This is an optimization exercise on Yosys and OpenROAD, whose aim is small area, a short achievable clock period and few clock cycles per item, not a production implementation.
Where RTL was checked, it was by simulation tests only, not by an equivalence proof against the original.
No activity file was given, so power comes from the tool's default toggle rates.

// double_int32_wrap_bitwise_alu_core
module double_int32_wrap_bitwise_alu_core (
  input  wire logic        clk,
  input  wire logic        rst,
  input  wire logic        in_valid,
  output logic             in_stall,
  input  wire logic [2:0]  command,
  input  wire logic [63:0] operand_a,
  input  wire logic [63:0] operand_b,
  output logic             out_valid,
  input  wire logic        out_stall,
  output logic [63:0]      result_double,
  output logic [31:0]      result_word,
  output logic             result_unsigned
);
Size in the first run: about 230 I/O pins, ~0.019 mm2 of cells after synthesis.
==> flow/config.mk <==
export PLATFORM = sky130hd
export DESIGN_NAME = double_int32_wrap_bitwise_alu_core
export DESIGN_NICKNAME = double_int32_wrap_bitwise_alu_core
export VERILOG_FILES = /design/flow/design.v
export SDC_FILE = /design/flow/constraint.sdc
export NUM_CORES = 4
export LEC_CHECK = 0
export CAP_MARGIN = 20
export CORE_MARGIN = 2
export CORE_UTILIZATION = 40
export GPL_TIMING_DRIVEN = 0
export SLEW_MARGIN = 20
==> flow/constraint.sdc <==
create_clock -name core_clock -period 5.0 [get_ports {clk}]
set_input_delay 1.0000 -clock core_clock [delete_from_list [all_inputs] [get_ports {clk}]]
set_output_delay 1.0000 -clock core_clock [all_outputs]
set_load 0.01 [all_outputs]
run.sh (not shown) runs the stock make flow with config.mk's settings and CLKGATE_MAP_FILE= SYNTH_SCRIPT=/design/flow/synth_recipe.tcl, a recipe that flattens the netlist after the stock synthesis.
The baseline finished but failed the layout checks on negative setup slack.
Change:
- GPL_TIMING_DRIVEN: 0 -> default
Result:
- The changed run finished with negative setup slack left
- setup slack improved by 0.088 ns
- area after synthesis does not change
- via count goes down by 1.2%
No run of this note included a check of the RTL's function; only the layout flow was run.

========
The RTL this note starts from:
==> flow/design.v <==
`default_nettype none
package dibw_pkg;
  typedef enum logic [2:0] {
    CMD_AND = 3'd0,
    CMD_OR  = 3'd1,
    CMD_XOR = 3'd2,
    CMD_NOT = 3'd3,
    CMD_SHL = 3'd4,
    CMD_SAR = 3'd5,
    CMD_SHR = 3'd6,
    CMD_NOP = 3'd7
  } cmd_t;
  function automatic logic [31:0] cneg(input logic [31:0] v, input logic s);
    logic [31:0] p;
    p = v;
    for (int k = 1; k < 32; k = k * 2)
      for (int i = 2 * k - 1; i < 32; i += 2 * k) p[i] = p[i] | p[i - k];
    for (int k = 8; k >= 1; k = k / 2)
      for (int i = 3 * k - 1; i < 32; i += 2 * k) p[i] = p[i] | p[i - k];
    cneg = v ^ ({p[30:0], 1'b0} & {32{s}});
  endfunction
  function automatic logic [32:0] dbl_shift_hi(input logic [63:0] bits);
    logic [10:0] expo;
    logic        ok;
    logic [82:0] s0, s1, s2, s3, s4, s5, s6;
    expo = bits[62:52];
    ok   = (expo[10:7] == 4'b1000);
    s0   = {30'd0, ok, bits[51:0] & {52{ok}}};
    s1   = expo[6] ? (s0 << 64) : s0;
    s2   = expo[5] ? (s1 << 32) : s1;
    s3   = expo[4] ? (s2 << 16) : s2;
    s4   = expo[3] ? (s3 << 8)  : s3;
    s5   = expo[2] ? (s4 << 4)  : s4;
    s6   = expo[1] ? (s5 << 2)  : s5;
    dbl_shift_hi = s6[82:50];
  endfunction
  function automatic logic [31:0] dbl_shift_lo(input logic [32:0] w, input logic j,
                                               input logic one, input logic neg);
    logic [32:0] t3;
    logic [31:0] mag;
    t3  = j ? (w << 1) : w;
    mag = {t3[32:2], t3[1] | one};
    dbl_shift_lo = cneg(mag, neg);
  endfunction
  function automatic logic [4:0] lzc32(input logic [31:0] v);
    logic [15:0] z1; logic [15:0] c1;
    logic [7:0]  z2; logic [15:0] c2;
    logic [3:0]  z3; logic [11:0] c3;
    logic [1:0]  z4; logic [7:0]  c4;
    logic [4:0]  c5;
    for (int i = 0; i < 16; i++) begin
      z1[i] = !(v[2*i+1] | v[2*i]);
      c1[i] = !v[2*i+1];
    end
    for (int i = 0; i < 8; i++) begin
      z2[i]         = z1[2*i+1] & z1[2*i];
      c2[2*i +: 2]  = z1[2*i+1] ? {1'b1, c1[2*i]} : {1'b0, c1[2*i+1]};
    end
    for (int i = 0; i < 4; i++) begin
      z3[i]         = z2[2*i+1] & z2[2*i];
      c3[3*i +: 3]  = z2[2*i+1] ? {1'b1, c2[2*(2*i) +: 2]} : {1'b0, c2[2*(2*i+1) +: 2]};
    end
    for (int i = 0; i < 2; i++) begin
      z4[i]         = z3[2*i+1] & z3[2*i];
      c4[4*i +: 4]  = z3[2*i+1] ? {1'b1, c3[3*(2*i) +: 3]} : {1'b0, c3[3*(2*i+1) +: 3]};
    end
    c5 = z4[1] ? {1'b1, c4[3:0]} : {1'b0, c4[7:4]};
    lzc32 = c5;
  endfunction
  function automatic logic [63:21] word_to_dbl(input logic neg, input logic [31:0] w);
    logic [31:0] m;
    logic [4:0]  lz;
    logic [32:0] s;
    logic [4:0]  p;
    logic [10:0] expo;
    m    = cneg(w, neg);
    lz   = lzc32(w ^ {32{neg}});
    s    = {1'b0, m} << lz;
    p    = ~lz;   
    expo = s[32] ? (11'd1024 + {6'd0, p}) : (11'd1023 + {6'd0, p});
    if (w == 32'd0) word_to_dbl = '0;
    else word_to_dbl = {neg, expo, s[30:0]};
  endfunction
endpackage
`default_nettype wire
`default_nettype none
module double_int32_wrap_bitwise_alu_core (
  input  wire logic        clk,
  input  wire logic        rst,
  input  wire logic        in_valid,
  output logic             in_stall,
  input  wire logic [2:0]  command,
  input  wire logic [63:0] operand_a,
  input  wire logic [63:0] operand_b,
  output logic             out_valid,
  input  wire logic        out_stall,
  output logic [63:0]      result_double,
  output logic [31:0]      result_word,
  output logic             result_unsigned
);
  logic           v1, v2, v3, v4;
  dibw_pkg::cmd_t cmd1;
  logic [32:0]    wa1, wb1;
  logic           ja1, jb1;
  logic           oa1, ob1, sa1, sb1;
  dibw_pkg::cmd_t cmd2;
  logic [31:0]    x2, b2;
  logic           fill2;
  logic [31:0]    r3;
  logic           uns3, neg3;
  logic [63:21]   dbl4;
  logic           adv;
  logic [31:0] a, x, y, rev_y, r;
  logic [63:21] dbl;
  assign adv      = !(v4 && out_stall);
  assign in_stall = !adv;
  always_comb begin
    a = dibw_pkg::dbl_shift_lo(wa1, ja1, oa1, sa1);
    for (int i = 0; i < 32; i++) x[i] = (cmd1 == dibw_pkg::CMD_SHL) ? a[31 - i] : a[i];
    y = b2[4] ? {{16{fill2}}, x2[31:16]} : x2;
    y = b2[3] ? {{8{fill2}},  y[31:8]}   : y;
    y = b2[2] ? {{4{fill2}},  y[31:4]}   : y;
    y = b2[1] ? {{2{fill2}},  y[31:2]}   : y;
    y = b2[0] ? {fill2,       y[31:1]}   : y;
    for (int i = 0; i < 32; i++) rev_y[i] = y[31 - i];
    case (cmd2)
      dibw_pkg::CMD_AND: r = x2 & b2;
      dibw_pkg::CMD_OR:  r = x2 | b2;
      dibw_pkg::CMD_XOR: r = x2 ^ b2;
      dibw_pkg::CMD_NOT: r = ~x2;
      dibw_pkg::CMD_SHL: r = rev_y;
      dibw_pkg::CMD_SAR: r = y;
      dibw_pkg::CMD_SHR: r = y;
      default:           r = 32'd0;
    endcase
    dbl = dibw_pkg::word_to_dbl(neg3, r3);
  end
  always_ff @(posedge clk) begin
    if (rst) begin
      v1 <= 1'b0;
      v2 <= 1'b0;
      v3 <= 1'b0;
      v4 <= 1'b0;
    end else if (adv) begin
      v1 <= in_valid;
      v2 <= v1;
      v3 <= v2;
      v4 <= v3;
    end
    if (adv) begin
      cmd1            <= dibw_pkg::cmd_t'(command);
      wa1             <= dibw_pkg::dbl_shift_hi(operand_a);
      ja1             <= operand_a[52];
      oa1             <= (operand_a[62:52] == 11'd1023);
      sa1             <= operand_a[63];
      wb1             <= dibw_pkg::dbl_shift_hi(operand_b);
      jb1             <= operand_b[52];
      ob1             <= (operand_b[62:52] == 11'd1023);
      sb1             <= operand_b[63];
      cmd2            <= cmd1;
      x2              <= x;
      b2              <= dibw_pkg::dbl_shift_lo(wb1, jb1, ob1, sb1);
      fill2           <= (cmd1 == dibw_pkg::CMD_SAR) && a[31];
      r3              <= r;
      uns3            <= (cmd2 == dibw_pkg::CMD_SHR);
      neg3            <= (cmd2 != dibw_pkg::CMD_SHR) && r[31];
      result_word     <= r3;
      result_unsigned <= uns3;
      dbl4            <= dbl;
    end
  end
  assign out_valid = v4;
  assign result_double = {dbl4, 21'd0};
endmodule
`default_nettype wire
Settings: LEC_CHECK=0, ABC_AREA=1, CAP_MARGIN=20, CORE_MARGIN=2, CORE_UTILIZATION=40, PLACE_DENSITY=0.72, SETUP_SLACK_MARGIN=2.0, SLEW_MARGIN=20; clock period 5.0 ns.
standard.sh (not shown) runs the stock make flow with config.mk's settings and CLKGATE_MAP_FILE= SYNTH_SCRIPT=/design/flow/synth_recipe.tcl, a recipe that flattens the netlist after the stock synthesis.
==> flow/flow/run.sh <==
#!/bin/bash
# Standard flow, except that the port buffers are buf_2 cells (not the default
# delay-buffer cells) and the resizer may swap cells across footprints.
set -uo pipefail
bash standard.sh MATCH_CELL_FOOTPRINT=0 "BUFFER_PORTS_ARGS=-buffer_cell sky130_fd_sc_hd__buf_2" finish > standard.log 2>&1
The baseline completed without violations.
Testbench counts at the start, summed over its fixed seeds: cycles 24,032, items 24,000.
Then changed:
PLACE_DENSITY = 0.8   (was 0.72)
SETUP_SLACK_MARGIN = 1.9   (was 2.0)
Outcome: Setup slack loses 0.11 ns. Sequential cell count is unchanged. Cell area falls by a few percent. Core utilization falls by 1.3 points. Total power falls by a few percent. Maximum frequency falls by a few percent. Routed wire length falls by a few percent. Sequential power hardly moves. Hold slack hardly moves. Synthesized area does not change.
Then changed:
PLACE_DENSITY = default   (was 0.8)
SETUP_SLACK_MARGIN = 2.0   (was 1.9)
Effect: Cell area grows by 4.2%; clock power increases by about 11%; non-clock buffer count came out higher by 43; global-route usage rose by 3.0 points.

-- port drivers added, routing unchanged --
How much do the figures lean on ideal ports? The routed layouts below were timed once more, with nothing changed but the port constraints. Step 1 sets driving cells, clkbuf_16 on the clock port and buf_2 on the other inputs (assumed; they add their load-dependent delay and slew). Step 2 times the ports against the registers' clock, not the clock port: input delays grow and output delays shrink by t, the midpoint of the rising clock arrivals with the driver on. Three values: ideal ports, drivers, drivers and shift; two values: the first two.
run	t (ns)	slack for setup (ns)	worst hold slack (ns)	latest minus earliest clock arrival (ns)	pins driven straight from the clock port
the first run of note 1	0.451	-1.835 / -1.835 / -1.835	0.468 / 0.468 / 0.468	0.028 / 0.028	1
the second run of note 1	0.437	-1.747 / -1.747 / -1.747	0.467 / 0.467 / 0.467	0.016 / 0.016	1
the first run of note 2	0.615	2.060 / 2.060 / 1.595	0.433 / 0.433 / 0.433	0.009 / 0.010	1
the second run of note 2	0.611	1.945 / 1.945 / 1.550	0.433 / 0.433 / 0.433	0.012 / 0.013	1
the third run of note 2	0.609	2.030 / 2.030 / 1.555	0.436 / 0.436 / 0.436	0.021 / 0.021	1
The setup slack of the third run of note 2, which loses most, moves by 0.000 ns with the drivers and by -0.475 ns with both steps.
